This design comes from an exercise in tuning for small area, a short achievable clock period and few clock cycles on the open sky130 flow, not from production work. At most, simulation tests tie the RTL to the original design; equivalence was not proved. Function not checked in run 1: the RTL went through the layout flow alone. No activity file was given, so power comes from the tool's default toggle rates.

## flow/config.mk

```make
export PLATFORM = sky130hd
export DESIGN_NAME = ordered_list_append_remove
export DESIGN_NICKNAME = ordered_list_append_remove
export VERILOG_FILES = /design/flow/design.v
export SDC_FILE = /design/flow/constraint.sdc
export NUM_CORES = 4
export LEC_CHECK = 0
export CAP_MARGIN = 20
export CORE_MARGIN = 2
export CORE_UTILIZATION = 40
export SETUP_SLACK_MARGIN = 2.8
export SLEW_MARGIN = 20
```

## flow/constraint.sdc

```tcl
create_clock -name core_clock -period 5.5 [get_ports {clk}]
set_input_delay 1.1000 -clock core_clock [delete_from_list [all_inputs] [get_ports {clk}]]
set_output_delay 1.1000 -clock core_clock [all_outputs]
set_load 0.01 [all_outputs]
```

## flow/design.v

```verilog
`default_nettype none
package ola_pkg;
  localparam int LIST_DEPTH_DEF = 32;
  localparam int VAL_W          = 32;
  localparam int KIND_W         = 2;
  localparam int STATUS_W       = 3;
  localparam logic [KIND_W-1:0] KIND_APPEND = 2'd0;
  localparam logic [KIND_W-1:0] KIND_REMOVE = 2'd1;
  localparam logic [KIND_W-1:0] KIND_DUMP   = 2'd2;
  localparam logic [STATUS_W-1:0] ST_APPENDED  = 3'd0;
  localparam logic [STATUS_W-1:0] ST_REMOVED   = 3'd1;
  localparam logic [STATUS_W-1:0] ST_NOT_FOUND = 3'd2;
  localparam logic [STATUS_W-1:0] ST_EMPTY     = 3'd3;
  localparam logic [STATUS_W-1:0] ST_FULL      = 3'd4;
  typedef struct packed {
    logic append;    
    logic compare;   
    logic remove;    
    logic rotate;    
  } cell_ctl_t;
endpackage
`default_nettype wire
`default_nettype none
module ola_cell (
  input  wire                        clk,
  input  wire                        ld,        
  input  wire                        sh,        
  input  wire                        m_en,      
  input  wire                        occ,       
  input  wire [ola_pkg::VAL_W-1:0]   ld_val,
  input  wire                        ld_m,
  input  wire [ola_pkg::VAL_W-1:0]   nxt_val,
  input  wire                        nxt_raw,
  input  wire [ola_pkg::VAL_W-1:0]   cmp_val,   
  output logic [ola_pkg::VAL_W-1:0]  value,
  output logic                       raw,       
  output logic                       match
);
  logic [ola_pkg::VAL_W-1:0] value_r;
  logic                      match_r;
  assign value = value_r;
  assign match = match_r;
  assign raw   = occ && (value_r == cmp_val);
  always_ff @(posedge clk) begin
    value_r <= ({ola_pkg::VAL_W{ld}} & ld_val) |
               ({ola_pkg::VAL_W{sh}} & nxt_val) |
               ({ola_pkg::VAL_W{!ld && !sh}} & value_r);
    if (m_en) begin
      match_r <= ld ? ld_m : (sh ? nxt_raw : raw);
    end
  end
endmodule
`default_nettype wire
`default_nettype none
module ordered_list_append_remove (
  input  wire                                clk,
  input  wire                                rst_n,
  input  wire                                in_valid,
  output logic                               in_stall,
  input  wire        [ola_pkg::KIND_W-1:0]   in_kind,
  input  wire signed [ola_pkg::VAL_W-1:0]    in_value,
  output logic                               out_valid,
  input  wire                                out_stall,
  output logic       [ola_pkg::STATUS_W-1:0] out_status,
  output logic signed [ola_pkg::VAL_W-1:0]   out_entry,
  output logic                               out_last
);
  localparam int N  = ola_pkg::LIST_DEPTH_DEF;
  localparam int W  = ola_pkg::VAL_W;
  localparam int CW = $clog2(N + 1);
  logic                       p2_v;
  logic [ola_pkg::KIND_W-1:0] p2_k;
  logic [W-1:0]               p2_val;
  logic [CW-1:0]              cnt_r, cnt_nxt;
  logic [CW-1:0]              dleft_r;       
  logic [W-1:0]               val  [N+1];
  logic [N:0]                 raw;
  logic [N-1:0]               m_r;
  logic [N-1:0]               pre;
  logic [N-1:0]               ld, sh, occ;
  logic [N:0]                 tl_r, tl_nxt;  
  logic                       p2_app, p2_rem, p2_dmp;
  logic                          o_v, k_v;
  logic [ola_pkg::STATUS_W-1:0]  o_st, k_st, w_st;
  logic [W-1:0]                  o_e, k_e, w_e;
  logic                          o_l, k_l, w_l;
  logic room, empty, full, dlast, done;
  logic adv_r, take;
  logic app_do, rem_do, rot_do, found, w_v;
  logic [W-1:0] ld_val;
  logic ld_m, fwd;
  logic p2_v_n, k_v_n, adv_n, dlast_n;
  logic dec, nx0, nx1;
  logic [ola_pkg::KIND_W-1:0] p2_k_n;
  assign room  = !k_v;
  assign empty = (cnt_r == '0);
  assign full  = (cnt_r == CW'(N));
  assign dlast = (dleft_r == '0);
  assign app_do = p2_app && room && !full;
  assign rem_do = p2_rem && room;
  assign rot_do = p2_dmp && room && !empty;
  assign done     = p2_v && room && ((p2_k != ola_pkg::KIND_DUMP) || empty || dlast);
  assign in_stall = !adv_r;
  assign take     = in_valid && adv_r;
  always_comb begin
    logic [N-1:0] p;
    p = m_r;
    for (int d = 1; d < N; d = d * 2) begin
      for (int i = N - 1; i >= d; i--) p[i] = p[i] | p[i-d];
    end
    pre = p;
  end
  assign found = pre[N-1];
  assign dec   = rem_do && found;
  always_comb begin
    for (int i = 0; i < N; i++) begin
      occ[i] = (cnt_r > CW'(i));
      ld[i]  = (app_do && tl_r[i]) || (rot_do && tl_r[i+1]);
      sh[i]  = (rem_do && pre[i]) || (rot_do && (cnt_r > CW'(i + 1)));
    end
  end
  assign ld_val = p2_k[1] ? val[0] : p2_val;
  assign fwd    = (p2_val == in_value);
  assign ld_m   = p2_k[1] ? raw[0] : fwd;
  assign val[N] = '0;
  assign raw[N] = 1'b0;
  genvar gi;
  generate
    for (gi = 0; gi < N; gi++) begin : g_slot
      ola_cell u_cell (
        .clk     (clk),
        .ld      (ld[gi]),
        .sh      (sh[gi]),
        .m_en    (adv_r),
        .occ     (occ[gi]),
        .ld_val  (ld_val),
        .ld_m    (ld_m),
        .nxt_val (val[gi+1]),
        .nxt_raw (raw[gi+1]),
        .cmp_val (in_value),
        .value   (val[gi]),
        .raw     (raw[gi]),
        .match   (m_r[gi])
      );
    end
  endgenerate
  always_comb begin
    w_v  = p2_v && room && (p2_k != 2'd3);
    w_e  = p2_val;
    w_l  = 1'b1;
    w_st = ola_pkg::ST_APPENDED;
    cnt_nxt = cnt_r;
    tl_nxt  = tl_r;
    case (p2_k)
      ola_pkg::KIND_APPEND: begin
        w_st = full ? ola_pkg::ST_FULL : ola_pkg::ST_APPENDED;
        if (app_do) cnt_nxt = cnt_r + 1'b1;
        if (app_do) tl_nxt = {tl_r[N-1:0], 1'b0};
      end
      ola_pkg::KIND_REMOVE: begin
        w_st = empty ? ola_pkg::ST_EMPTY : (found ? ola_pkg::ST_REMOVED : ola_pkg::ST_NOT_FOUND);
        if (rem_do && found) cnt_nxt = cnt_r - 1'b1;
        if (rem_do && found) tl_nxt = {1'b0, tl_r[N:1]};
      end
      ola_pkg::KIND_DUMP: begin
        if (empty) begin
          w_st = ola_pkg::ST_EMPTY;
        end else begin
          w_e = val[0];
          w_l = dlast;
        end
      end
      default: begin
      end
    endcase
  end
  always_comb begin
    p2_v_n  = adv_r ? in_valid : p2_v;
    p2_k_n  = adv_r ? in_kind : p2_k;
    k_v_n   = k_v ? out_stall : (w_v && o_v && out_stall);
    nx0     = (tl_r[0] && !app_do) || (tl_r[1] && dec);
    nx1     = (tl_r[1] && !app_do && !dec) || (tl_r[0] && app_do) || (tl_r[2] && dec);
    dlast_n = adv_r ? nx1 : (rot_do ? (dleft_r == CW'(1)) : dlast);
    adv_n   = !p2_v_n || (!k_v_n && ((p2_k_n != ola_pkg::KIND_DUMP) || nx0 || dlast_n));
  end
  assign out_valid  = o_v;
  assign out_status = o_st;
  assign out_entry  = o_e;
  assign out_last   = o_l;
  always_ff @(posedge clk) begin
    if (!rst_n) begin
      p2_v    <= 1'b0;
      cnt_r   <= '0;
      tl_r    <= (N+1)'(1);
      p2_app  <= 1'b0;
      p2_rem  <= 1'b0;
      p2_dmp  <= 1'b0;
      dleft_r <= '0;
      o_v     <= 1'b0;
      k_v     <= 1'b0;
      adv_r   <= 1'b1;
    end else begin
      p2_v    <= p2_v_n;
      cnt_r   <= cnt_nxt;
      tl_r    <= tl_nxt;
      if (adv_r) begin
        p2_app <= in_valid && (in_kind == ola_pkg::KIND_APPEND);
        p2_rem <= in_valid && (in_kind == ola_pkg::KIND_REMOVE);
        p2_dmp <= in_valid && (in_kind == ola_pkg::KIND_DUMP);
      end
      if (adv_r) dleft_r <= app_do ? cnt_r : (dec ? cnt_r - 2'd2 : cnt_r - 1'b1);
      else if (rot_do) dleft_r <= dleft_r - 1'b1;
      k_v     <= k_v_n;
      adv_r   <= adv_n;
      if (k_v) o_v <= 1'b1;
      else if (w_v) o_v <= 1'b1;
      else if (!out_stall) o_v <= 1'b0;
    end
  end
  always_ff @(posedge clk) begin
    if (adv_r) begin
      p2_k   <= in_kind;
      p2_val <= in_value;
    end
    if (!o_v || !out_stall) begin
      if (k_v) begin
        o_st <= k_st;
        o_e  <= k_e;
        o_l  <= k_l;
      end else begin
        o_st <= w_st;
        o_e  <= w_e;
        o_l  <= w_l;
      end
    end
    if (!k_v) begin
      k_st <= w_st;
      k_e  <= w_e;
      k_l  <= w_l;
    end
  end
endmodule
`default_nettype wire
```

## flow/run.sh

```bash
#!/bin/bash
# synth_recipe.tcl (not shown) runs the flow's synth.tcl, then flattens the netlist and writes it again
# the make line also repeats each setting of config.mk as NAME=value (left out here)
make -C /OpenROAD-flow-scripts/flow DESIGN_CONFIG=/design/flow/config.mk WORK_HOME=/design/flow/orfs CLKGATE_MAP_FILE= SYNTH_SCRIPT=/design/flow/synth_recipe.tcl finish
```

==> key figures, run 1 <==
STA
  • # setup viols final: 0
  • Fin Setup TNS: 0 ns
  • Setup slack after layout: 2.751 ns
  • Hold Worst Slack: 0.4649 ns
  • Max-slew violations: 0
  • Slew @ Worst Pin: 1.093 ns
  • Fin crit share: 0.4998
  • Slew headroom: 0.2558
  • Final Hold Fails: 0
  • Min Tclk post-route: 2.749 ns
  • Unrepaired setup endpoints after global routing: yes
  • FMAX: 0.3638 GHz
  • Worst Clk Skew: 0.03329 ns

Floorplanning
  • I/O pins: 76
  • DIE HEIGHT: 386.3 um
  • Core area: 0.1454 sq mm
  • DIE AREA: 0.1492 sq mm
  • Starting Density: 0.4021
  • Std cell rows: 140
  • Die width: 386.3 um

Critical path
  • Cell family with most CP delay: simple AND/OR/NAND/NOR gates
  • CP Max Fanout: 34
  • Largest stage delay on the critical path: 0.84 ns
  • Worst Setup Start Kind: input pin
  • CP most frequent cell: nor4_1
  • Reg2Reg Setup Slack: 2.78 ns
  • CP endpoint kind: flip-flop
  • Critical setup path kind: input pin to flip-flop
  • Launch point of the worst reg-to-reg path: p2_k[1]
  • CP max-delay cell: nor4_1
  • WP data required: 6.15 ns
  • CP Cell Sequence: buf_2 > buf_12 > xor2_1 > nor4_1 > o21ai_0 > nor4_1 > a211oi_1 > a21oi_1
  • Reg2Reg Depth: 4
  • WP buf/inv: 2
  • FF-to-FF End: g_slot[5].u_cell.value_r[29]
  • CP arrival: 3.40 ns

Route
  • Final ANT Viol Nets: 0
  • Final wirelength: 238.8 mm
  • DRC viols: 0
  • Routed vias: 51,933
  • Number of vias per cell: 6.482
  • Wirelength per Cell: 29.80 um
  • DR pass1 iterations: 6
  • Drt initial violations: 7,174

CTS
  • TritonCTS buffer count: 136
  • CTS HTree Levels: 4
  • Cts hold-fix bufs: 0
  • Clock root cell: clkbuf_16
  • Buffer depth of the longest clock path: 3
  • Clk sinks: 1,214
  • CTS tree: built
  • Worst skew pair latency: 0.82 ns
  • Clock slew at reported path FFs: 0.06 ns

GRT
  • Vias in the first global route: 47,894
  • First-pass GRT wire length: 340.3 mm
  • Grt total ovfl: 0
  • Largest net degree at the start of global routing: 82
  • Overall Global Routing Usage: 0.3053
  • Initial antenna violation count: 1

Min path
  • Worst Hold End: k_e[24]
  • Min-delay src: k_e[24]
  • HP Class: flip-flop to flip-flop
  • Hold Path Depth: 2

Finish
  • Core Util, Final: 0.4745
  • Nets: 6,034
  • ANT cells: 0
  • Share of cells above drive strength 1: 0.1431
  • FILL cells: 13,252
  • Syn-to-layout area delta: 18.00%

Yosys
  • Async SR Flop Fraction: 0
  • Avg Inst Size Synth: 9.740 sq um
  • Ys flop type: dfxtp_1
  • Post-synth top cells: dfxtp_1, nor2_1, a221o_1, xor2_1, clkbuf_1
  • Post-synth EDFFs: 100
  • Top-area cell type share of the netlist area: 0.3815
  • Mapped Area: 0.05846 sq mm
  • Synth Register Bits: 1,214
  • Most common cell in the netlist: dfxtp_1
  • Yosys top cell by area: dfxtp_1
  • Cell variety after synth: 68
  • Sequential share of the synthesized area: 0.4328
  • Cells after Synth: 6,002
  • Synthesized Nets: 6,051
  • Top area cells in the synthesized netlist: dfxtp_1, a221o_1, xor2_1
  • Ys Warns: 4

Pwr
  • Power per cell area: 332.4 mW/mm^2
  • Final Power: 22.93 mW
  • Max VDD drop: 0.2767 mV
  • Leakage power: 28.57 nW

Place
  • Gp weighted congestion: 0.9754
  • Pre-CTS setup slack: 1.447 ns
  • HPWL after detailed placement: 157.3 mm
  • # port buffers: 75

Outcome
  • Outcome: timing/DRC/antenna clean

Flow run
  • Max-cap violations: 0
## area by class of cell
| cell class | count | area [sq um] | area share |
|---|---|---|---|
| multi-input combinational | 4169 | 31740 | 0.4601 |
| sequential | 1214 | 25330 | 0.3671 |
| timing repair buffer | 439 | 4925 | 0.07139 |
| clock buffer | 217 | 4131 | 0.05989 |
| tap | 1917 | 2399 | 0.03477 |
| clock inverter | 31 | 345.3 | 0.005006 |
| inverter | 25 | 116.4 | 0.001687 |
## metal layers
metal / GRT usage / vias to the layer above / part of all wire
met2: 0.4615 / 3402 / 0.43
met5: 0 / - / 0.000046
met3: 0.06849 / 682 / 0.11
met1: 0.4165 / 25638 / 0.41
li1: - / 22209 / -
met4: 0.1319 / 2 / 0.049
## worst min-delay path: stages (launching register included)
cell     delay (ns)
dfxtp_1        0.31
nand2_1        0.04
o21ai_0        0.08
## power by group
| part | switching (mW) | internal, mW | total (mW) |
|---|---|---|---|
| registers | 0.813 | 9.52 | 10.3 |
| logic | 2.11 | 1.20 | 3.32 |
| clock network | 4.00 | 5.28 | 9.28 |
| total | 6.93 | 16.0 | 22.9 |
## logic make-up after synthesis
family / share of synthesized area
compound gates: 0.2096
fa+ha+maj: 0.002354
mux: 0.02200
buf+inv: 0.04610
xor+xnor: 0.1594
flops: 0.4328
simple gates: 0.1278
## what timing repair did
action,in CTS,in global routing
gates cloned,17,20
resized for setup,229,154
setup buffers,72,52
endpoints found under the setup margin,1186,931
pin swaps,28,21
## how the worst max path moves through the flow
| stage | cells past startpoint | start | endpoint |
|---|---|---|---|
| floorplan | 7 | in_value[3] | g_slot[9].u_cell.match_r |
| global placement | 8 | in_value[14] | g_slot[6].u_cell.match_r |
| detailed placement | 8 | in_value[14] | g_slot[8].u_cell.match_r |
| CTS | 8 | cnt_r[0] | g_slot[14].u_cell.value_r[2] |
| global route | 9 | g_slot[12].u_cell.match_r | tl_r[28] |
| finish | 8 | in_value[2] | g_slot[2].u_cell.match_r |
## cell usage in the layout, fill, tap and decap left out, types with 18 or more instances in the layout
master         synthesis  routed
mux2i_1              124      92
dfxtp_1             1114    1108
a221o_1              992     992
buf_8                  0      20
buf_6                  7      55
xor2_1               936     936
nor3_1                40      35
inv_1                 23      18
nand3_1               41      40
nor4_2                 2      22
clkbuf_1             388      42
a22oi_2               31      33
nor2_2                 0      26
nor4_1               253     231
a21oi_1               27      24
mux2i_4                0      32
clkbuf_16              0     154
o2bb2ai_1             33      33
xnor2_1              128     128
edfxtp_1             100     100
buf_12                 0      62
dlygate4sd2_1          0      37
nand2_1              148     145
nor2_1              1069    1030
clkbuf_8               0      36
buf_4                 28     220
a311oi_2              31      31
nand4_1               64      64
o21ai_0               70      66
## flip-flops by register name, indices dropped and copies added, names as in the netlist
register	flops
p2_dmp	1
o_l	1
dleft_r	6
g_slot.u_cell.match_r	32
k_st	3
k_l	1
p2_rem	1
g_slot.u_cell.value_r	1024
p2_app	1
o_e	32
p2_v	1
adv_r	1
o_st	3
o_v	1
p2_val	32
k_v	1
p2_k	2
cnt_r	6
tl_r	33
k_e	32
## per-stage QoR
step	cell area, sq um	cells
2_1_floorplan	59020	6002
3_3_place_gp	61360	7602
3_5_place_dp	61410	7603
4_1_cts	67560	7940
5_1_grt	68990	8012
6_report	68990	8012
==> run 2, diff against run 1 <==
--- a/flow/design.v
+++ b/flow/design.v
@@ -86,5 +86,5 @@
   logic                          o_l, k_l, w_l;
   logic room, empty, full, dlast, done;
-  logic adv_r, take;
+  logic adv_r, stall_r, take;
   logic app_do, rem_do, rot_do, found, w_v;
   logic [W-1:0] ld_val;
@@ -101,5 +101,5 @@
   assign rot_do = p2_dmp && room && !empty;
   assign done     = p2_v && room && ((p2_k != ola_pkg::KIND_DUMP) || empty || dlast);
-  assign in_stall = !adv_r;
+  assign in_stall = stall_r;
   assign take     = in_valid && adv_r;
   always_comb begin
@@ -117,5 +117,5 @@
       occ[i] = (cnt_r > CW'(i));
       ld[i]  = (app_do && tl_r[i]) || (rot_do && tl_r[i+1]);
-      sh[i]  = (rem_do && pre[i]) || (rot_do && (cnt_r > CW'(i + 1)));
+      sh[i]  = (rem_do && pre[i]) || (rot_do && !tl_r[i+1]);
     end
   end
@@ -200,4 +200,5 @@
       k_v     <= 1'b0;
       adv_r   <= 1'b1;
+      stall_r <= 1'b0;
     end else begin
       p2_v    <= p2_v_n;
@@ -213,4 +214,5 @@
       k_v     <= k_v_n;
       adv_r   <= adv_n;
+      stall_r <= !adv_n;
       if (k_v) o_v <= 1'b1;
       else if (w_v) o_v <= 1'b1;
==> key figures, run 2 <==
Finish
  • Multi-input gate area: 0.03168 sq mm
  • Largest Register: g_slot.u_cell.value_r
  • Register Area: 0.02535 sq mm
  • Syn-to-layout area delta: 18.21%
  • Nets: 6,075
  • Commonest non-fill, non-tap cell in the layout: dfxtp_1
  • Most frequent cells in the layout: dfxtp_1, nor2_1, a221o_1
  • FILL cells: 13,298
  • Biggest regs: g_slot.u_cell.value_r (1024), tl_r (33)
  • Share of cells above drive strength 1: 0.1383
  • ANT cells: 0
  • Max FFs per register: 1,024

Pwr
  • Max VDD drop: 0.3157 mV
  • Power per cell area: 403.9 mW/mm^2
  • Leakage power: 27.41 nW

Route
  • Routed vias: 52,474
  • Final wirelength: 247.5 mm
  • Number of vias per cell: 6.530
  • DR pass1 iterations: 7
  • DRC viols: 0
  • Wirelength per Cell: 30.80 um
  • Drt initial violations: 7,167
  • Final ANT Viol Nets: 0

CTS
  • Clock slew at reported path FFs: 0.06 ns
  • Buffer depth of the longest clock path: 3
  • CTS HTree Levels: 4
  • TritonCTS buffer count: 136
  • Clk sinks: 1,215
  • Cts hold-fix bufs: 0
  • Worst skew pair latency: 0.79 ns
  • Clock root cell: clkbuf_16
  • CTS tree: built

Place
  • # port buffers: 75
  • Pre-CTS setup slack: 1.197 ns
  • Gp weighted congestion: 0.9773
  • HPWL after detailed placement: 159.6 mm

STA
  • Min Tclk post-route: 2.751 ns
  • Worst Clk Skew: 0.03547 ns
  • Slew headroom: 0.3116
  • Final Hold Fails: 0
  • # setup viols final: 0
  • Slew @ Worst Pin: 1.011 ns
  • Fin crit share: 0.5002
  • Max-slew violations: 0
  • Setup slack after layout: 2.749 ns
  • Unrepaired setup endpoints after global routing: yes
  • FMAX: 0.3635 GHz
  • Fin Setup TNS: 0 ns

Critical path
  • Largest stage delay on the critical path: 0.39 ns
  • Reg2Reg Depth: 7
  • CP endpoint kind: flip-flop
  • WP data required: 6.13 ns
  • CP Max Fanout: 18
  • CP max-delay cell: nor4_2
  • CP arrival: 3.39 ns
  • Critical setup path kind: input pin to flip-flop
  • Worst Setup Start Kind: input pin
  • CP Cell Sequence: clkbuf_8 > buf_8 > xor2_1 > nor4_2 > nand3_1 > nor3_2 > a22oi_1 > mux2i_1

Yosys
  • Yosys top cell by area: dfxtp_1
  • Post-synthesis adder-cell area fraction: 0.002152
  • Post-synth EDFFs: 100
  • Synthesized Nets: 6,105
  • Largest family of logic cells by synthesized area: compound AO/OA/AOI/OAI gates
  • Mapped Area: 0.05813 sq mm
  • Post-synth top cells: dfxtp_1, nor2_1, a221o_1, xor2_1, clkbuf_1
  • Sequential share of the synthesized area: 0.4357
  • Avg Inst Size Synth: 9.597 sq um
  • Ys flop type: dfxtp_1
  • Cells after Synth: 6,057
  • Top area cells in the synthesized netlist: dfxtp_1, a221o_1, xor2_1
  • Async SR Flop Fraction: 0
  • Top-area cell type share of the netlist area: 0.3840
  • XOR/XNOR Fraction of Synth Area: 0.1608
  • Post-synthesis mux area share: 0.02135
  • Synth Register Bits: 1,215
  • Post-synthesis compound-gate area fraction: 0.2032
  • Synthesized-area fraction occupied by and/or/nand/nor cells: 0.1320
  • Ys Warns: 4
  • Cell variety after synth: 70
  • Most common cell in the netlist: dfxtp_1

Min path
  • Hold Path Depth: 2
  • HP Class: flip-flop to flip-flop

Floorplanning
  • Starting Density: 0.4037
  • DIE HEIGHT: 385.2 um
  • Core area: 0.1440 sq mm
  • Std cell rows: 139
  • DIE AREA: 0.1484 sq mm
  • Die width: 385.2 um
  • I/O pins: 76

GRT
  • Grt met3 use: 0.08849
  • M1 GR Usage: 0.4387
  • Routing usage on met2: 0.4572
  • Overall Global Routing Usage: 0.3181
  • Vias in the first global route: 48,067
  • Top Usage Layer GRT: met2
  • Largest net degree at the start of global routing: 75
  • Initial antenna violation count: 9
  • First-pass GRT wire length: 349.3 mm
  • Grt total ovfl: 0

Flow run
  • Max-cap violations: 0

Outcome
  • Outcome: timing/DRC/antenna clean
[run 2: cell types whose count changed after synthesis, moves of 20 or more]
cell / delta
a22oi_1: +29
xor2_1: -245
buf_4: -26
xnor2_1: +248
clkbuf_1: +59
o2bb2ai_1: -33
a22oi_2: -30
a311oi_2: -31
nand4_1: +62
a311oi_1: +32
nand2_1: +20
nor4_1: -53
o21ai_0: +20
[run 2: path summary, 6_finish.rpt]
kind / slack (ns) / end / from
min reg2reg: 0.46 / k_e[13] / k_e[13]
min: 0.46 / k_e[13] / k_e[13]
max: 2.75 / g_slot[0].u_cell.match_r / in_value[9]
max reg2reg: 2.75 / g_slot[15].u_cell.match_r / cnt_r[5]
[run 2: final cells by class]
class,count,share of cell area
Clock inverter,48,0.006610
Tap cell,1903,0.03465
Inverter,24,0.001420
Clock buffer,196,0.05845
Sequential cell,1215,0.3690
Timing Repair Buffer,446,0.06887
Multi-Input combinational cell,4204,0.4610
[run 2: metrics by stage]
| stage | area (sq um) | power (mW) | hold WS, ns | instances | utilization |
|---|---|---|---|---|---|
| 2_1_floorplan | 58560 | 15.66 | 0.4307 | 6057 | - |
| 3_3_place_gp | 61040 | 18.05 | 0.4447 | 7622 | 0.4239 |
| 3_5_place_dp | 61170 | 18.15 | 0.4543 | 7627 | 0.4248 |
| 4_1_cts | 67250 | 27.41 | 0.4687 | 7956 | 0.4670 |
| 5_1_grt | 68710 | 28.46 | 0.4977 | 8036 | 0.4772 |
| 6_report | 68710 | 27.75 | 0.4632 | 8036 | 0.4772 |
[run 2: kinds of logic (layout without fill, tap and decap cells)]
kind of cell,Yosys count,after routing
simple gates,1730,1738
mux,123,123
flops,1215,1215
fa+ha+maj,10,10
xor+xnor,1067,1067
buf+inv,647,714
compound gates,1265,1266
[run 2: power by group]
group / internal [mW] / switching, mW / total (mW)
Combinational: 2.61 / 2.93 / 5.53
Sequential: 10.6 / 2.28 / 12.9
Clock: 5.37 / 3.94 / 9.31
[run 2: per-layer routing]
layer	up-vias	share of wire
met1	25677	0.41
met4	12	0.053
met2	3710	0.41
met5	-	0.00029
met3	787	0.13
li1	22288	-
[run 2: critical path, delay by kind of cell]
family                    cells  cell delay (ns)
AOI/OAI and AO/OA             1             0.21
muxes                         1             0.19
and+or+nand+nor               3             0.94
buffers and inverters         2             0.67
xor gates and xnor gates      1             0.16
[run 2: timing repair]
action	4_1_cts	5_1_grt
gates cloned	12	20
pin swaps	20	23
gates resized for setup	218	122
setup endpoints to repair	1212	903
setup buffers	73	60
Testbench counts of run 2, summed over its fixed seeds: cycles 22,371.
==> run 3, diff against run 2 <==
--- a/flow/config.mk
+++ b/flow/config.mk
@@ -8,5 +8,6 @@
 export CAP_MARGIN = 20
 export CORE_MARGIN = 2
-export CORE_UTILIZATION = 40
-export SETUP_SLACK_MARGIN = 2.8
+export CORE_UTILIZATION = 60
+export PLACE_DENSITY = 0.72
+export SETUP_SLACK_MARGIN = 2.9
 export SLEW_MARGIN = 20
==> key figures, run 3 <==
Outcome
  • Outcome: timing/DRC/antenna clean

STA
  • Min Tclk post-route: 2.821 ns
  • Final Hold Fails: 0
  • Fin crit share: 0.5130
  • Worst Clk Skew: 0.04027 ns
  • # setup viols final: 0
  • Fin Setup TNS: 0 ns
  • Slew headroom: 0.3673
  • Slew @ Worst Pin: 0.9476 ns
  • FMAX: 0.3544 GHz
  • Unrepaired setup endpoints after global routing: yes
  • Max-slew violations: 0

Critical path
  • Reg2Reg Depth: 12
  • CP endpoint kind: flip-flop
  • Worst Setup Start Kind: flip-flop
  • Critical setup path kind: flip-flop to flip-flop
  • CP arrival: 3.52 ns
  • CP Max Fanout: 34
  • WP data required: 6.20 ns

Yosys
  • Post-synth EDFFs: 100
  • Cells after Synth: 6,057
  • Synth Register Bits: 1,215
  • Async SR Flop Fraction: 0
  • Ys Warns: 4
  • Synthesized Nets: 6,105
  • Yosys top cell by area: dfxtp_1
  • Cell variety after synth: 70
  • Post-synth top cells: dfxtp_1, nor2_1, a221o_1, xor2_1, clkbuf_1
  • Top area cells in the synthesized netlist: dfxtp_1, a221o_1, xor2_1
  • Ys flop type: dfxtp_1
  • Sequential share of the synthesized area: 0.4357
  • Avg Inst Size Synth: 9.597 sq um
  • Mapped Area: 0.05813 sq mm
  • Top-area cell type share of the netlist area: 0.3840
  • Most common cell in the netlist: dfxtp_1

CTS
  • TritonCTS buffer count: 130
  • Clock root cell: clkbuf_16
  • CTS tree: built
  • Clk sinks: 1,215
  • Clock slew at reported path FFs: 0.06 ns
  • Buffer depth of the longest clock path: 3
  • CTS HTree Levels: 4
  • Cts hold-fix bufs: 0
  • Worst skew pair latency: 0.78 ns

Floorplanning
  • Std cell rows: 114
  • DIE HEIGHT: 315.3 um
  • I/O pins: 76
  • Die width: 315.3 um
  • DIE AREA: 0.09939 sq mm
  • Starting Density: 0.6037
  • Core area: 0.09628 sq mm

Finish
  • Biggest regs: g_slot.u_cell.value_r (1024), tl_r (33)
  • Final non-filler cell total: 7,490
  • Nets: 6,157
  • Final instance area: 0.06999 sq mm
  • Syn-to-layout area delta: 20.41%
  • Share of cells above drive strength 1: 0.1548
  • Largest Register: g_slot.u_cell.value_r
  • Commonest non-fill, non-tap cell in the layout: dfxtp_1
  • Max FFs per register: 1,024
  • Most frequent cells in the layout: dfxtp_1, nor2_1, a221o_1

Place
  • Inst Count DP: 6,996
  • Dpl cell area: 0.06050 sq mm
  • Gp weighted congestion: 1.017
  • # port buffers: 75
  • HPWL after detailed placement: 147.3 mm

GRT
  • Grt total ovfl: 0
  • Vias in the first global route: 49,098
  • Overall Global Routing Usage: 0.4469
  • Largest net degree at the start of global routing: 64
  • Initial antenna violation count: 7
  • First-pass GRT wire length: 332.5 mm

Min path
  • HP Class: flip-flop to flip-flop
  • Hold Path Depth: 2

Pwr
  • Power per cell area: 392.1 mW/mm^2
  • Leakage power: 28.24 nW
  • Max VDD drop: 0.3381 mV

Flow run
  • Max-cap violations: 0

Route
  • Wirelength per Cell: 32.69 um
  • DRC viols: 0
  • Routed vias: 54,966
  • DR pass1 iterations: 10
  • Final wirelength: 244.9 mm
  • Final ANT Viol Nets: 0
  • Drt initial violations: 9,551
  • Number of vias per cell: 7.339
==> run 3: cell counts after synthesis <==
Identical to the previous run, type by type.
==> run 3: cell type report <==
type / instances / area (sq um)
fillers: 6687 / 26290
well taps: 1276 / 1597
clock inverters: 29 / 252.7
repair buffers: 532 / 6489
flip-flops and latches: 1215 / 25350
diodes: 1 / 2.502
clock buffers: 207 / 3960
multi-input cells: 4206 / 32240
inverters: 24 / 97.59
==> run 3: repair_timing <==
| action | 4_1_cts | 5_1_grt |
|---|---|---|
| cloned | 16 | 51 |
| pin swaps | 32 | 74 |
| setup buffers | 89 | 101 |
| gates resized for setup | 298 | 248 |
| setup endpoints to repair | 1197 | 1041 |
==> run 3: per-stage QoR <==
step	util	power (mW)	hold WS, ns	setup WS, ns
after floorplan	-	15.69	0.4307	2.823
after global placement	0.6266	17.85	0.4424	1.541
after detailed placement	0.6283	17.99	0.4547	1.601
after CTS	0.6952	26.77	0.4689	2.872
after global routing	0.7269	27.99	0.4900	2.716
final	0.7269	27.44	0.4638	2.679
==> run 3: logic make-up after synthesis <==
logic type      synth area share
buf+inv                  0.04490
xor+xnor                  0.1608
flops                     0.4357
fa+ha+maj               0.002152
simple gates              0.1320
compound gates            0.2032
mux                      0.02135
==> run 3: power breakdown <==
part	internal, mW	leakage, nW	switching (mW)
clock network	5.01	2.07	3.82
registers	10.6	10.3	2.27
logic	2.72	15.9	3.01
total	18.3	28.2	9.09
==> run 3: final timing paths <==
path / slack, ns / startpoint / endpoint
min reg2reg: 0.46 / k_e[17] / k_e[17]
max reg2reg: 2.68 / cnt_r[4] / g_slot[28].u_cell.value_r[8]
max: 2.68 / cnt_r[4] / g_slot[28].u_cell.value_r[8]
min: 0.46 / k_e[17] / k_e[17]
==> run 3: worst max-delay path, cell delays in order, from the launching register on <==
cell and delay, ns:
dfxtp_4 0.41, nor2_1 0.20, buf_4 0.36, a21oi_4 0.12, buf_12 0.16, buf_4 0.17, a22oi_2 0.22, buf_6 0.32
inv_1 0.12, nor2_4 0.20, buf_12 0.16, clkbuf_16 0.15, a221o_1 0.15
==> run 3: routing by layer <==
metal  global-route usage  part of all wire
met5                    0           0.00074
met4               0.2634             0.084
met3               0.1399              0.16
met2               0.6378              0.40
met1               0.5925              0.35
==> run 4, diff against run 3 <==
--- a/flow/design.v
+++ b/flow/design.v
@@ -26,4 +26,5 @@
   input  wire                        ld,        
   input  wire                        sh,        
+  input  wire                        hd,        
   input  wire                        m_en,      
   input  wire                        occ,       
@@ -45,5 +46,5 @@
     value_r <= ({ola_pkg::VAL_W{ld}} & ld_val) |
                ({ola_pkg::VAL_W{sh}} & nxt_val) |
-               ({ola_pkg::VAL_W{!ld && !sh}} & value_r);
+               ({ola_pkg::VAL_W{hd}} & value_r);
     if (m_en) begin
       match_r <= ld ? ld_m : (sh ? nxt_raw : raw);
@@ -78,5 +79,5 @@
   logic [N-1:0]               m_r;
   logic [N-1:0]               pre;
-  logic [N-1:0]               ld, sh, occ;
+  logic [N-1:0]               ld, sh, hd, occ;
   logic [N:0]                 tl_r, tl_nxt;  
   logic                       p2_app, p2_rem, p2_dmp;
@@ -94,6 +95,6 @@
   logic [ola_pkg::KIND_W-1:0] p2_k_n;
   assign room  = !k_v;
-  assign empty = (cnt_r == '0);
-  assign full  = (cnt_r == CW'(N));
+  assign empty = tl_r[0];
+  assign full  = tl_r[N];
   assign dlast = (dleft_r == '0);
   assign app_do = p2_app && room && !full;
@@ -118,4 +119,5 @@
       ld[i]  = (app_do && tl_r[i]) || (rot_do && tl_r[i+1]);
       sh[i]  = (rem_do && pre[i]) || (rot_do && !tl_r[i+1]);
+      hd[i]  = !(rot_do || (app_do && tl_r[i]) || (rem_do && pre[i]));
     end
   end
@@ -132,4 +134,5 @@
         .ld      (ld[gi]),
         .sh      (sh[gi]),
+        .hd      (hd[gi]),
         .m_en    (adv_r),
         .occ     (occ[gi]),
--- a/flow/config.mk
+++ b/flow/config.mk
@@ -8,6 +8,8 @@
 export CAP_MARGIN = 20
 export CORE_MARGIN = 2
-export CORE_UTILIZATION = 60
-export PLACE_DENSITY = 0.72
-export SETUP_SLACK_MARGIN = 2.9
+export CORE_UTILIZATION = 40
+export CTS_BUF_LIST = sky130_fd_sc_hd__clkbuf_16
+export CTS_CLUSTER_DIAMETER = 60
+export CTS_CLUSTER_SIZE = 20
+export SETUP_SLACK_MARGIN = 2.8
 export SLEW_MARGIN = 20
==> key figures, run 4 <==
Floorplanning
  • Std cell rows: 139
  • Core area: 0.1435 sq mm
  • DIE AREA: 0.1474 sq mm
  • DIE HEIGHT: 384.0 um
  • Starting Density: 0.4025
  • Die width: 384.0 um
  • I/O pins: 76

GRT
  • Vias in the first global route: 48,484
  • Overall Global Routing Usage: 0.3331
  • Largest net degree at the start of global routing: 74
  • First-pass GRT wire length: 361.3 mm
  • Grt total ovfl: 0
  • Initial antenna violation count: 6

STA
  • Final Hold Fails: 0
  • Fin Setup TNS: 0 ns
  • Worst Clk Skew: 0.04333 ns
  • Slew @ Worst Pin: 1.125 ns
  • Unrepaired setup endpoints after global routing: yes
  • FMAX: 0.3490 GHz
  • # setup viols final: 0
  • Slew headroom: 0.2340
  • Max-slew violations: 0
  • Min Tclk post-route: 2.866 ns
  • Setup slack after layout: 2.634 ns
  • Fin crit share: 0.5210

Finish
  • Syn-to-layout area delta: 18.17%
  • Max FFs per register: 1,024
  • Commonest non-fill, non-tap cell in the layout: dfxtp_1
  • Core Util, Final: 0.4757
  • Multi-input gate area: 0.03143 sq mm
  • FILL cells: 13,143
  • Nets: 6,066
  • Final instance area: 0.06825 sq mm
  • Share of cells above drive strength 1: 0.1378
  • Biggest regs: g_slot.u_cell.value_r (1024), tl_r (33)
  • Register Area: 0.02535 sq mm
  • Largest Register: g_slot.u_cell.value_r
  • Most frequent cells in the layout: dfxtp_1, xor2_1, o21ai_0

CTS
  • CTS HTree Levels: 3
  • Clock root cell: clkbuf_16
  • Clock slew at reported path FFs: 0.07 ns
  • CTS tree: built
  • Buffer depth of the longest clock path: 3
  • Clk sinks: 1,215
  • Cts hold-fix bufs: 0
  • Worst skew pair latency: 0.77 ns
  • TritonCTS buffer count: 112

Critical path
  • CP Max Fanout: 8
  • Largest stage delay on the critical path: 0.50 ns
  • WP buf/inv: 5
  • Worst Setup Start Kind: flip-flop
  • CP most frequent cell: buf_12
  • WP data required: 6.19 ns
  • Launch point of the worst reg-to-reg path: g_slot[13].u_cell.match_r
  • CP Cell Sequence: or3_4 > or4_4 > buf_12 > nor4_4 > o22ai_4 > buf_12 > a221oi_4 > buf_6 > buf_12 > buf_16 > a221o_1
  • Reg2Reg Setup Slack: 2.63 ns
  • CP endpoint kind: flip-flop
  • FF-to-FF End: g_slot[27].u_cell.value_r[2]
  • CP arrival: 3.56 ns
  • Cell family with most CP delay: simple AND/OR/NAND/NOR gates
  • Reg2Reg Depth: 11
  • Critical path depth: 11
  • CP startpoint: g_slot[13].u_cell.match_r
  • Crit path to: g_slot[27].u_cell.value_r[2]
  • CP max-delay cell: or4_4
  • Critical setup path kind: flip-flop to flip-flop

Yosys
  • Post-synth top cells: dfxtp_1, xor2_1, o21ai_0, nor2_1, a22oi_1
  • Cells after Synth: 6,068
  • Sequential share of the synthesized area: 0.4385
  • Ys Warns: 4
  • Cell variety after synth: 83
  • Top area cells in the synthesized netlist: dfxtp_1, xor2_1, a221o_1
  • Yosys top cell by area: dfxtp_1
  • Most common cell in the netlist: dfxtp_1
  • Async SR Flop Fraction: 0
  • Mapped Area: 0.05775 sq mm
  • Synthesized Nets: 6,116
  • Ys flop type: dfxtp_1
  • Post-synth EDFFs: 100
  • Top-area cell type share of the netlist area: 0.3865
  • Avg Inst Size Synth: 9.518 sq um
  • Synth Register Bits: 1,215

Place
  • HPWL after detailed placement: 166.5 mm
  • Gp weighted congestion: 0.9882
  • Dpl cell area: 0.06109 sq mm
  • # port buffers: 75
  • Pre-CTS setup slack: 1.449 ns

Route
  • Final ANT Viol Nets: 0
  • DRC viols: 0
  • Number of vias per cell: 6.609
  • DR pass1 iterations: 6
  • Final wirelength: 257.7 mm
  • Drt initial violations: 7,847
  • Wirelength per Cell: 32.11 um
  • Routed vias: 53,041

Min path
  • HP Class: flip-flop to flip-flop

Pwr
  • Leakage power: 26.45 nW
  • Max VDD drop: 0.2558 mV
  • Power per cell area: 317.4 mW/mm^2

Flow run
  • Max-cap violations: 0

Outcome
  • Outcome: timing/DRC/antenna clean
-- run 4: metal layers --
layer	up-vias	global-route usage	wire length (um)
met1	25943	0.4529	102100
met3	883	0.08410	31760
li1	22341	-	-
met5	-	0	30
met4	4	0.1866	16660
met2	3870	0.4783	107100
-- run 4: how the worst min path moves through the flow --
stage / start / end / slack (ns) / cells after the start
finish: k_st[0] / k_st[0] / 0.46 / 2
global route: k_e[25] / k_e[25] / 0.50 / 2
CTS: k_l / k_l / 0.47 / 2
detailed placement: k_e[11] / k_e[11] / 0.46 / 2
global placement: k_e[19] / k_e[19] / 0.44 / 2
floorplan: k_l / k_l / 0.43 / 2
-- run 4: cell type report --
| type | instances | area share |
|---|---|---|
| multi-input cells | 4215 | 0.4606 |
| flip-flops and latches | 1215 | 0.3714 |
| repair buffers | 457 | 0.07329 |
| clock buffers | 116 | 0.04253 |
| well taps | 1903 | 0.03489 |
| clock inverters | 96 | 0.01617 |
| inverters | 17 | 0.0009350 |
| diodes | 6 | 0.0002200 |
-- run 4: tightest hold or removal path: cells and delay by family (launching register included) --
kind            cells  cell delay, ns
simple gates        1            0.06
compound gates      1            0.05
flops               1            0.32
-- run 4: cell families (layout without fill, tap and decap cells) --
logic type | after synthesis | after routing | synth area share
other | 0 | 6 | 0
XOR/XNOR | 1069 | 1069 | 0.1621
multiplexers | 121 | 121 | 0.02104
buffers and inverters | 642 | 686 | 0.04478
AND/OR/NAND/NOR | 1245 | 1246 | 0.1024
flip-flops | 1215 | 1215 | 0.4385
AO/OA/AOI/OAI | 1766 | 1769 | 0.2290
adder cells (fa/ha/maj) | 10 | 10 | 0.002166
-- run 4: repair_timing --
action                     in CTS  in global routing
setup endpoints to repair    1186                663
cloned                         22                  8
pin swaps                      51                 31
gates resized for setup       224                101
setup buffers                  93                 42
-- run 4: where the power goes --
group,internal [mW],leakage (nW),total (mW),switching (mW)
logic,1.04,14.4,3.16,2.13
clock network,4.33,1.95,8.60,4.27
registers,9.32,10.1,9.90,0.581
-- run 4: through the flow --
stage	instances	hold slack, ns	power, mW
2_1_floorplan	6068	0.4298	11.36
3_3_place_gp	7633	0.4449	12.83
3_5_place_dp	7641	0.4561	12.89
4_1_cts	7968	0.4736	21.40
5_1_grt	8020	0.4985	22.04
6_report	8025	0.4597	21.66
Testbench counts of run 4, summed over its fixed seeds: cycles 22,371.
==> run 5, diff against run 4 <==
--- a/flow/config.mk
+++ b/flow/config.mk
@@ -9,7 +9,4 @@
 export CORE_MARGIN = 2
 export CORE_UTILIZATION = 40
-export CTS_BUF_LIST = sky130_fd_sc_hd__clkbuf_16
-export CTS_CLUSTER_DIAMETER = 60
-export CTS_CLUSTER_SIZE = 20
 export SETUP_SLACK_MARGIN = 2.8
 export SLEW_MARGIN = 20
==> key figures, run 5 <==
Outcome
  • Outcome: timing/DRC/antenna clean

Min path
  • Worst Hold End: k_st[0]
  • Min-delay src: k_st[0]
  • Hold Path Depth: 2
  • HP Class: flip-flop to flip-flop

Finish
  • Most frequent cells in the layout: dfxtp_1, xor2_1, nor2_1
  • Max FFs per register: 1,024
  • Nets: 6,101
  • Share of cells above drive strength 1: 0.1438
  • Commonest non-fill, non-tap cell in the layout: dfxtp_1
  • Biggest regs: g_slot.u_cell.value_r (1024), tl_r (33)
  • Largest Register: g_slot.u_cell.value_r
  • Core Util, Final: 0.4821
  • FILL cells: 13,094
  • Syn-to-layout area delta: 19.78%

Yosys
  • Mapped Area: 0.05775 sq mm
  • Post-synth top cells: dfxtp_1, xor2_1, o21ai_0, nor2_1, a22oi_1
  • Post-synth EDFFs: 100
  • Async SR Flop Fraction: 0
  • Cells after Synth: 6,068
  • Cell variety after synth: 83
  • Top-area cell type share of the netlist area: 0.3865
  • Ys Warns: 4
  • Yosys top cell by area: dfxtp_1
  • Sequential share of the synthesized area: 0.4385
  • Most common cell in the netlist: dfxtp_1
  • Synth Register Bits: 1,215
  • Top area cells in the synthesized netlist: dfxtp_1, xor2_1, a221o_1
  • Synthesized Nets: 6,116
  • Ys flop type: dfxtp_1
  • Avg Inst Size Synth: 9.518 sq um

GRT
  • First-pass GRT wire length: 362.0 mm
  • Overall Global Routing Usage: 0.3343
  • Grt total ovfl: 0
  • Vias in the first global route: 48,633
  • Initial antenna violation count: 7
  • Largest net degree at the start of global routing: 74

Pwr
  • Power per cell area: 326.8 mW/mm^2
  • Internal power: 15.91 mW
  • Logic gate share of total power: 0.140
  • Max VDD drop: 0.3637 mV
  • Leakage power: 26.86 nW
  • Clock power share: 0.421
  • NetSw: 6.698 mW
  • Sequential power share: 0.439
  • Switching part of the total power: 0.2963

Route
  • Final wirelength: 260.7 mm
  • Number of vias per cell: 6.615
  • Drt initial violations: 8,446
  • Final ANT Viol Nets: 0
  • Wirelength per Cell: 32.31 um
  • DR pass1 iterations: 7
  • Routed vias: 53,372
  • DRC viols: 0

CTS
  • Worst skew pair latency: 0.81 ns
  • Buffer depth of the longest clock path: 3
  • Clk sinks: 1,215
  • CTS HTree Levels: 4
  • TritonCTS buffer count: 138
  • CTS tree: built
  • Clock root cell: clkbuf_16
  • Cts hold-fix bufs: 0
  • Clock slew at reported path FFs: 0.06 ns

STA
  • Final Hold Fails: 0
  • Fin crit share: 0.5261
  • Unrepaired setup endpoints after global routing: yes
  • Max-slew violations: 0
  • FMAX: 0.3456 GHz
  • Slew headroom: 0.2011
  • Worst Clk Skew: 0.02753 ns
  • Min Tclk post-route: 2.893 ns
  • Fin Setup TNS: 0 ns
  • # setup viols final: 0
  • Slew @ Worst Pin: 1.173 ns

Critical path
  • CP Max Fanout: 8
  • CP arrival: 3.63 ns
  • Worst Setup Start Kind: flip-flop
  • FF-to-FF End: g_slot[29].u_cell.value_r[3]
  • Critical setup path kind: flip-flop to flip-flop
  • WP data required: 6.24 ns
  • Reg2Reg Setup Slack: 2.61 ns
  • Launch point of the worst reg-to-reg path: g_slot[13].u_cell.match_r
  • Reg2Reg Depth: 12
  • CP endpoint kind: flip-flop

Place
  • Gp weighted congestion: 0.9882
  • HPWL after detailed placement: 166.5 mm
  • # port buffers: 75

Flow run
  • Max-cap violations: 0

Floorplanning
  • Std cell rows: 139
  • Core area: 0.1435 sq mm
  • DIE HEIGHT: 384.0 um
  • DIE AREA: 0.1474 sq mm
  • Die width: 384.0 um
  • Starting Density: 0.4025
  • I/O pins: 76
run 5: cell counts after synthesis:
No cell type changed its count.
run 5: critical path, cell delays in order, from the launching register on:
cell and delay (ns):
edfxtp_1 0.40, or3_4 0.42, or4_4 0.48, buf_6 0.16, o21ai_4 0.13, buf_6 0.14, buf_6 0.09, o211ai_1 0.07
buf_4 0.19, buf_12 0.15, nor2_4 0.24, clkbuf_16 0.22, a221o_1 0.13
run 5: layout make-up:
| type | instances | area, sq um | area share |
|---|---|---|---|
| Clock buffer | 204 | 4109 | 0.05940 |
| Inverter | 17 | 63.81 | 0.0009224 |
| Tap cell | 1903 | 2381 | 0.03442 |
| Antenna cell | 3 | 7.507 | 0.0001085 |
| Sequential cell | 1215 | 25350 | 0.3664 |
| Timing Repair Buffer | 463 | 5170 | 0.07473 |
| Multi-Input combinational cell | 4218 | 31630 | 0.4572 |
| Clock inverter | 45 | 471.7 | 0.006819 |
run 5: kinds of logic after synthesis:
family | Yosys count | share of synthesized area
buf+inv | 642 | 0.04478
xor+xnor | 1069 | 0.1621
fa+ha+maj | 10 | 0.002166
compound gates | 1766 | 0.2290
flops | 1215 | 0.4385
simple gates | 1245 | 0.1024
mux | 121 | 0.02104
run 5: worst max path at each step:
stage	end	depth (start not counted)	slack (ns)	startpoint
global placement	g_slot[31].u_cell.match_r	8	1.53	in_value[20]
global route	g_slot[29].u_cell.value_r[21]	12	2.57	g_slot[12].u_cell.match_r
floorplan	g_slot[0].u_cell.match_r	9	2.71	in_value[11]
detailed placement	g_slot[31].u_cell.match_r	8	1.45	in_value[20]
CTS	g_slot[29].u_cell.match_r	11	2.66	g_slot[13].u_cell.match_r
finish	g_slot[29].u_cell.value_r[3]	12	2.61	g_slot[13].u_cell.match_r
run 5: through the flow:
step	total power [mW]	std cells	hold slack (ns)	cell area, sq um	setup slack, ns
floorplan	11.36	6068	0.4298	58310	2.710
detailed placement	12.89	7641	0.4561	61090	1.449
CTS	22.33	7993	0.4702	67490	2.659
finish	22.61	8068	0.4565	69180	2.607
global placement	12.83	7633	0.4449	60920	1.531
global route	23.01	8065	0.4922	69170	2.572
run 5: power by group through the flow:
stage          Combinational [mW]  Clock [mW]  Sequential [mW]
6_report                     3.17        9.53             9.91
5_1_grt                      3.18        9.89             9.94
4_1_cts                      2.92        9.52             9.89
3_5_place_dp                 2.81           0             10.1
3_3_place_gp                 2.75           0             10.1
2_1_floorplan                1.54           0             9.82
run 5: routing by layer:
metal	share of wire	track usage	wire length, um
met1	0.39	0.4521	102200
met2	0.41	0.4778	107900
met3	0.13	0.09075	33570
met4	0.065	0.1883	17040
met5	0.000050	0	13
run 5: repair_timing:
item / 4_1_cts / 5_1_grt
buffers inserted: 85 / 40
pin swaps: 38 / 88
gates resized for setup: 195 / 202
setup endpoints to repair: 1187 / 631
gates cloned: 18 / 31
==> run 6, diff against run 5 <==
--- a/flow/design.v
+++ b/flow/design.v
@@ -27,5 +27,4 @@
   input  wire                        sh,        
   input  wire                        hd,        
-  input  wire                        m_en,      
   input  wire                        occ,       
   input  wire [ola_pkg::VAL_W-1:0]   ld_val,
@@ -47,7 +46,5 @@
                ({ola_pkg::VAL_W{sh}} & nxt_val) |
                ({ola_pkg::VAL_W{hd}} & value_r);
-    if (m_en) begin
-      match_r <= ld ? ld_m : (sh ? nxt_raw : raw);
-    end
+    match_r <= ld ? ld_m : (sh ? nxt_raw : raw);
   end
 endmodule
@@ -82,4 +79,6 @@
   logic [N:0]                 tl_r, tl_nxt;  
   logic                       p2_app, p2_rem, p2_dmp;
+  logic                       ex_r;          
+  logic [ola_pkg::STATUS_W-1:0] ex_st;       
   logic                          o_v, k_v;
   logic [ola_pkg::STATUS_W-1:0]  o_st, k_st, w_st;
@@ -98,6 +97,6 @@
   assign full  = tl_r[N];
   assign dlast = (dleft_r == '0);
-  assign app_do = p2_app && room && !full;
-  assign rem_do = p2_rem && room;
+  assign app_do = p2_app && !ex_r && !full;
+  assign rem_do = p2_rem && !ex_r;
   assign rot_do = p2_dmp && room && !empty;
   assign done     = p2_v && room && ((p2_k != ola_pkg::KIND_DUMP) || empty || dlast);
@@ -135,5 +134,4 @@
         .sh      (sh[gi]),
         .hd      (hd[gi]),
-        .m_en    (adv_r),
         .occ     (occ[gi]),
         .ld_val  (ld_val),
@@ -157,10 +155,10 @@
     case (p2_k)
       ola_pkg::KIND_APPEND: begin
-        w_st = full ? ola_pkg::ST_FULL : ola_pkg::ST_APPENDED;
+        w_st = ex_r ? ex_st : (full ? ola_pkg::ST_FULL : ola_pkg::ST_APPENDED);
         if (app_do) cnt_nxt = cnt_r + 1'b1;
         if (app_do) tl_nxt = {tl_r[N-1:0], 1'b0};
       end
       ola_pkg::KIND_REMOVE: begin
-        w_st = empty ? ola_pkg::ST_EMPTY : (found ? ola_pkg::ST_REMOVED : ola_pkg::ST_NOT_FOUND);
+        w_st = ex_r ? ex_st : (empty ? ola_pkg::ST_EMPTY : (found ? ola_pkg::ST_REMOVED : ola_pkg::ST_NOT_FOUND));
         if (rem_do && found) cnt_nxt = cnt_r - 1'b1;
         if (rem_do && found) tl_nxt = {1'b0, tl_r[N:1]};
@@ -199,4 +197,5 @@
       p2_rem  <= 1'b0;
       p2_dmp  <= 1'b0;
+      ex_r    <= 1'b0;
       dleft_r <= '0;
       o_v     <= 1'b0;
@@ -208,4 +207,6 @@
       cnt_r   <= cnt_nxt;
       tl_r    <= tl_nxt;
+      if (adv_r) ex_r <= 1'b0;
+      else if (p2_app || p2_rem) ex_r <= 1'b1;
       if (adv_r) begin
         p2_app <= in_valid && (in_kind == ola_pkg::KIND_APPEND);
@@ -239,4 +240,5 @@
       end
     end
+    if (!ex_r) ex_st <= w_st;
     if (!k_v) begin
       k_st <= w_st;
==> key figures, run 6 <==
Outcome
  • Outcome: timing/DRC/antenna clean

STA
  • Final Hold Fails: 0
  • Unrepaired setup endpoints after global routing: yes
  • Slew headroom: 0.2475
  • Worst Clk Skew: 0.03816 ns
  • # setup viols final: 0
  • Min Tclk post-route: 2.717 ns
  • Fin Setup TNS: 0 ns
  • FMAX: 0.3680 GHz
  • Slew @ Worst Pin: 1.122 ns
  • Max-slew violations: 0
  • Fin crit share: 0.4941

Yosys
  • Avg Inst Size Synth: 9.487 sq um
  • Synthesized Nets: 6,107
  • Ys Warns: 4
  • Ys flop type: dfxtp_1
  • Cell variety after synth: 74
  • Cells after Synth: 6,059
  • Most common cell in the netlist: dfxtp_1
  • Async SR Flop Fraction: 0
  • Synth Register Bits: 1,219
  • Mapped Area: 0.05748 sq mm
  • Post-synth top cells: dfxtp_1, xor2_1, o21ai_0, a22oi_1, nor2_1
  • Top-area cell type share of the netlist area: 0.3998
  • Sequential share of the synthesized area: 0.4369
  • Top area cells in the synthesized netlist: dfxtp_1, xor2_1, a221o_1
  • Post-synth EDFFs: 71
  • Yosys top cell by area: dfxtp_1

Finish
  • Most frequent cells in the layout: dfxtp_1, xor2_1, o21ai_0
  • Register Area: 0.02513 sq mm
  • Multi-input gate area: 0.03119 sq mm
  • Largest Register: g_slot.u_cell.value_r
  • FILL cells: 13,420
  • Commonest non-fill, non-tap cell in the layout: dfxtp_1
  • Max FFs per register: 1,024
  • Nets: 5,958
  • Syn-to-layout area delta: 15.37%
  • Share of cells above drive strength 1: 0.1163
  • Biggest regs: g_slot.u_cell.value_r (1024), tl_r (33)

Critical path
  • CP arrival: 3.42 ns
  • Launch point of the worst reg-to-reg path: p2_k[1]
  • CP Max Fanout: 14
  • CP Cell Sequence: buf_6 > buf_4 > buf_4 > xnor2_1 > nand4_1 > nor3_1 > nand3_1 > mux2_2 > mux2i_1
  • CP endpoint kind: flip-flop
  • CP most frequent cell: buf_4
  • CP startpoint: in_value[10]
  • Critical setup path kind: input pin to flip-flop
  • WP data required: 6.20 ns
  • Largest stage delay on the critical path: 0.46 ns
  • Worst Setup Start Kind: input pin
  • CP max-delay cell: nor3_1

Pwr
  • Leakage power: 24.88 nW
  • Switching part of the total power: 0.2864
  • Clock power share: 0.429
  • Internal power: 15.56 mW
  • Max VDD drop: 0.3410 mV
  • Sequential power share: 0.448
  • Logic gate share of total power: 0.123
  • NetSw: 6.244 mW
  • Power per cell area: 328.8 mW/mm^2
  • Final Power: 21.80 mW

Floorplanning
  • Std cell rows: 139
  • Starting Density: 0.4016
  • Core area: 0.1431 sq mm
  • I/O pins: 76
  • DIE HEIGHT: 383.1 um
  • DIE AREA: 0.1468 sq mm
  • Die width: 383.1 um

CTS
  • Cts hold-fix bufs: 0
  • Clock root cell: clkbuf_16
  • TritonCTS buffer count: 133
  • Clk sinks: 1,219
  • Clock slew at reported path FFs: 0.06 ns
  • Worst skew pair latency: 0.80 ns
  • CTS HTree Levels: 4
  • Buffer depth of the longest clock path: 3
  • CTS tree: built

GRT
  • Initial antenna violation count: 15
  • Overall Global Routing Usage: 0.3235
  • First-pass GRT wire length: 350.4 mm
  • Largest net degree at the start of global routing: 72
  • Vias in the first global route: 48,172
  • Grt total ovfl: 0

Flow run
  • Max-cap violations: 0

Place
  • HPWL after detailed placement: 160.7 mm
  • # port buffers: 75
  • Gp weighted congestion: 0.9643

Route
  • Drt initial violations: 7,446
  • Number of vias per cell: 6.544
  • Routed vias: 51,809
  • DR pass1 iterations: 8
  • Wirelength per Cell: 31.33 um
  • DRC viols: 0
  • Final wirelength: 248.0 mm
  • Final ANT Viol Nets: 0

Min path
  • Min-delay src: k_e[19]
  • HP Class: flip-flop to flip-flop
[run 6: layer usage]
metal	part of all wire	wire, um	GRT usage
met1	0.39	97580	0.4272
met2	0.43	107200	0.4845
met3	0.11	27680	0.07570
met4	0.063	15580	0.1804
met5	0.00011	28	0
[run 6: what timing repair did]
action / in CTS / in global routing
cloned: 3 / 5
resized for setup: 127 / 83
setup buffers: 31 / 11
pin swaps: 10 / 9
endpoints found under the setup margin: 1170 / 466
[run 6: final timing paths]
kind / to / slack (ns) / depth (start not counted)
max: g_slot[5].u_cell.match_r / 2.78 / 9
min: k_e[19] / 0.47 / 2
max reg2reg: g_slot[25].u_cell.value_r[12] / 2.79 / 5
min reg2reg: k_e[19] / 0.47 / 2
[run 6: cells by family (layout without fill, tap and decap cells)]
logic type,after synthesis,after routing,synth area share
buf+inv,635,582,0.04477
simple gates,1179,1181,0.09847
other cells,0,4,0
xor+xnor,1064,1064,0.1621
mux,131,131,0.02303
compound gates,1821,1823,0.2325
flops,1219,1219,0.4369
fa+ha+maj,10,10,0.002177
[run 6: power by group through the flow]
stage / Sequential, mW / Clock, mW / Combinational, mW
CTS: 9.75 / 9.38 / 2.53
floorplan: 9.73 / 0 / 1.35
finish: 9.76 / 9.35 / 2.69
global placement: 9.94 / 0 / 2.46
detailed placement: 9.95 / 0 / 2.49
global route: 9.79 / 9.74 / 2.71
[run 6: worst max-delay path: cells and delay by family]
kind,cells,cell delay (ns)
xor+xnor,1,0.19
simple gates,3,0.80
buf+inv,3,0.82
mux,2,0.50
[run 6: per-stage QoR]
step	cells	worst slack (ns)	hold slack (ns)	utilization	instance area (sq um)
floorplan	6059	2.798	0.4307	-	57820
global route	7913	2.779	0.4999	0.4632	66300
detailed placement	7628	1.516	0.4572	0.4235	60620
finish	7917	2.783	0.4697	0.4633	66310
CTS	7897	2.802	0.4725	0.4592	65730
global placement	7626	1.526	0.4471	0.4233	60590
[run 6: final cells by class]
| class | instances | share of cell area |
|---|---|---|
| tap | 1903 | 0.03590 |
| clock buffer | 189 | 0.05830 |
| timing repair buffer | 329 | 0.04607 |
| clock inverter | 46 | 0.009170 |
| sequential | 1219 | 0.3790 |
| multi-input combinational | 4209 | 0.4703 |
| inverter | 18 | 0.001094 |
| antenna | 4 | 0.0001509 |
Testbench counts of run 6, summed over its fixed seeds: cycles 22,371.
==> run 7, diff against run 6 <==
--- a/flow/config.mk
+++ b/flow/config.mk
@@ -9,4 +9,4 @@
 export CORE_MARGIN = 2
 export CORE_UTILIZATION = 40
-export SETUP_SLACK_MARGIN = 2.8
+export SETUP_SLACK_MARGIN = 3.0
 export SLEW_MARGIN = 20
==> key figures, run 7 <==
Outcome
  • Outcome: timing/DRC/antenna clean

Yosys
  • Ys Warns: 4
  • Async SR Flop Fraction: 0
  • Post-synth top cells: dfxtp_1, xor2_1, o21ai_0, a22oi_1, nor2_1
  • Most common cell in the netlist: dfxtp_1
  • Cells after Synth: 6,059
  • Top area cells in the synthesized netlist: dfxtp_1, xor2_1, a221o_1
  • Ys flop type: dfxtp_1
  • Synthesized Nets: 6,107
  • Top-area cell type share of the netlist area: 0.3998
  • Post-synthesis mux area share: 0.02303
  • Mapped Area: 0.05748 sq mm
  • Post-synthesis compound-gate area fraction: 0.2325
  • Yosys top cell by area: dfxtp_1
  • Synth Register Bits: 1,219
  • Post-synth EDFFs: 71
  • Largest family of logic cells by synthesized area: compound AO/OA/AOI/OAI gates
  • Sequential share of the synthesized area: 0.4369
  • Avg Inst Size Synth: 9.487 sq um
  • Cell variety after synth: 74
  • XOR/XNOR Fraction of Synth Area: 0.1621
  • Post-synthesis adder-cell area fraction: 0.002177
  • Synthesized-area fraction occupied by and/or/nand/nor cells: 0.09847

Finish
  • Max FFs per register: 1,024
  • Multi-input gate area: 0.03200 sq mm
  • Largest Register: g_slot.u_cell.value_r
  • Share of cells above drive strength 1: 0.1690
  • Biggest regs: g_slot.u_cell.value_r (1024), tl_r (33)
  • Commonest non-fill, non-tap cell in the layout: dfxtp_1
  • Final instance area: 0.06974 sq mm
  • FILL cells: 13,053
  • Nets: 6,112
  • Register Area: 0.02516 sq mm
  • Most frequent cells in the layout: dfxtp_1, xor2_1, o21ai_0
  • Syn-to-layout area delta: 21.33%

Critical path
  • CP arrival: 3.32 ns
  • FF-to-FF End: tl_r[22]
  • Reg2Reg Depth: 11
  • Launch point of the worst reg-to-reg path: g_slot[27].u_cell.match_r
  • CP Max Fanout: 8
  • Worst Setup Start Kind: flip-flop
  • CP endpoint kind: flip-flop
  • Reg2Reg Setup Slack: 2.87 ns
  • CP startpoint: g_slot[27].u_cell.match_r
  • Crit path to: tl_r[22]
  • Critical setup path kind: flip-flop to flip-flop
  • WP data required: 6.19 ns

CTS
  • Clk sinks: 1,219
  • TritonCTS buffer count: 139
  • Buffer depth of the longest clock path: 3
  • Clock slew at reported path FFs: 0.06 ns
  • Clock root cell: clkbuf_16
  • CTS HTree Levels: 4
  • CTS tree: built
  • Worst skew pair latency: 0.81 ns

Floorplanning
  • Core area: 0.1431 sq mm
  • DIE HEIGHT: 383.1 um
  • I/O pins: 76
  • Die width: 383.1 um
  • Std cell rows: 139
  • Starting Density: 0.4016
  • DIE AREA: 0.1468 sq mm

GRT
  • Vias in the first global route: 48,547
  • Largest net degree at the start of global routing: 71
  • Grt total ovfl: 0
  • First-pass GRT wire length: 365.1 mm
  • Initial antenna violation count: 11
  • Overall Global Routing Usage: 0.3389

Pwr
  • Power per cell area: 320.1 mW/mm^2
  • Internal power: 15.77 mW
  • Switching part of the total power: 0.2936
  • Sequential power share: 0.439
  • Leakage power: 26.36 nW
  • NetSw: 6.555 mW
  • Max VDD drop: 0.2631 mV
  • Clock power share: 0.431
  • Logic gate share of total power: 0.130

Route
  • DR pass1 iterations: 7
  • Final ANT Viol Nets: 0
  • DRC viols: 0
  • Routed vias: 53,530
  • Drt initial violations: 8,171
  • Final wirelength: 265.1 mm
  • Number of vias per cell: 6.623
  • Wirelength per Cell: 32.80 um

Place
  • Gp weighted congestion: 0.9806
  • HPWL after detailed placement: 170.2 mm
  • # port buffers: 75
  • Dpl cell area: 0.06092 sq mm

STA
  • Max-slew violations: 0
  • Fin crit share: 0.4774
  • Unrepaired setup endpoints after global routing: yes
  • # setup viols final: 0
  • Final Hold Fails: 0
  • FMAX: 0.3809 GHz
  • Slew headroom: 0.3079
  • Fin Setup TNS: 0 ns
  • Slew @ Worst Pin: 1.034 ns
  • Worst Clk Skew: 0.04595 ns
  • Min Tclk post-route: 2.626 ns

Min path
  • HP Class: flip-flop to flip-flop

Flow run
  • Max-cap violations: 0
-- run 7: area by class of cell --
cell class	count	area share
tap	1903	0.03414
antenna	3	0.0001076
multi-input combinational	4209	0.4588
clock buffer	210	0.06066
inverter	18	0.001130
timing repair buffer	477	0.07754
clock inverter	43	0.006889
sequential	1219	0.3607
-- run 7: worst min path at each step --
| stage | from | slack [ns] | cells past startpoint | endpoint |
|---|---|---|---|---|
| after global placement | k_e[8] | 0.45 | 2 | k_e[8] |
| after global routing | k_e[2] | 0.50 | 2 | k_e[2] |
| after floorplan | k_e[0] | 0.43 | 2 | k_e[0] |
| after detailed placement | k_e[2] | 0.45 | 2 | k_e[2] |
| final | k_e[2] | 0.47 | 2 | k_e[2] |
| after CTS | k_e[2] | 0.47 | 2 | k_e[2] |
-- run 7: metal layers --
metal  part of all wire  vias up  GRT usage  wire [um]
met2               0.42     3819     0.4885     110800
li1                   -    22509          -          -
met1               0.40    26412     0.4728     107100
met5            0.00020        -          0         54
met4              0.054        8     0.1635      14210
met3               0.12      782    0.07958      32910
-- run 7: timing repair --
action / CTS / global route
endpoints found under the hold margin: 0 / 0
hold buffers: 0 / 0
pin swaps: 29 / 77
gates resized for setup: 339 / 305
setup buffers: 80 / 57
endpoints found under the setup margin: 1084 / 628
cloned: 14 / 37
-- run 7: cell families after synthesis --
family,count (synthesis)
adder cells (fa/ha/maj),10
buffers and inverters,635
multiplexers,131
flip-flops,1219
AND/OR/NAND/NOR,1179
AO/OA/AOI/OAI,1821
XOR/XNOR,1064
-- run 7: critical path: stages (launching register included) --
cell and delay, ns:
dfxtp_2 0.34, or4_4 0.52, buf_6 0.14, buf_6 0.11
nor4_4 0.16, and4_4 0.32, buf_6 0.15, o31ai_4 0.07
buf_6 0.16, clkbuf_16 0.16, buf_12 0.15, a311oi_1 0.21
-- run 7: through the flow --
step	power (mW)	utilization	worst slack, ns	instances	hold slack (ns)
2_1_floorplan	11.12	-	2.863	6059	0.4307
3_3_place_gp	12.49	0.4245	1.653	7630	0.4494
3_5_place_dp	12.55	0.4256	1.663	7638	0.4542
4_1_cts	22.12	0.4700	2.779	7985	0.4695
5_1_grt	22.74	0.4872	2.831	8079	0.4999
6_report	22.32	0.4873	2.874	8082	0.4667
-- run 7: power by group through the flow --
| stage | combinational [mW] | clock [mW] | sequential, mW |
|---|---|---|---|
| floorplan | 1.39 | 0 | 9.73 |
| global placement | 2.52 | 0 | 9.97 |
| detailed placement | 2.57 | 0 | 9.98 |
| CTS | 2.70 | 9.64 | 9.78 |
| global route | 2.90 | 10.0 | 9.82 |
| finish | 2.89 | 9.62 | 9.81 |

re-timing with driven ports:
How much do the figures lean on ideal ports? The routed layouts below were timed once more, with nothing changed but the port constraints. Step 1 sets driving cells, clkbuf_16 on the clock port and buf_2 on the other inputs (assumed; they add their load-dependent delay and slew). Step 2 times the ports against the registers' clock, not the clock port: input delays grow and output delays shrink by t, the midpoint of the rising clock arrivals with the driver on. a / b / c = no drivers / after step 1 / after step 2; a / b = the first two.
| run | shift t [ns] | slack for setup (ns) | hold WS [ns] | worst setup path at the end |
|---|---|---|---|---|
| run 1 | 0.885 | 2.751 / 2.768 / 1.894 | 0.465 / 0.465 / 0.465 | input to register |
| run 2 | 0.867 | 2.749 / 2.754 / 1.932 | 0.463 / 0.463 / 0.463 | input to register |
| run 3 | 0.837 | 2.679 / 2.679 / 1.938 | 0.464 / 0.464 / 0.464 | input to register |
| run 4 | 0.836 | 2.634 / 2.634 / 1.917 | 0.460 / 0.460 / 0.460 | input to register |
| run 5 | 0.863 | 2.607 / 2.607 / 1.840 | 0.456 / 0.456 / 0.456 | input to register |
| run 6 | 0.867 | 2.783 / 2.763 / 1.951 | 0.470 / 0.470 / 0.470 | input to register |
| run 7 | 0.877 | 2.874 / 2.874 / 2.063 | 0.467 / 0.467 / 0.467 | input to register |
After both steps setup and hold are still met in every run listed. For run 1, which loses most, drivers alone change the setup slack by +0.017 ns; drivers and shift together by -0.857 ns.
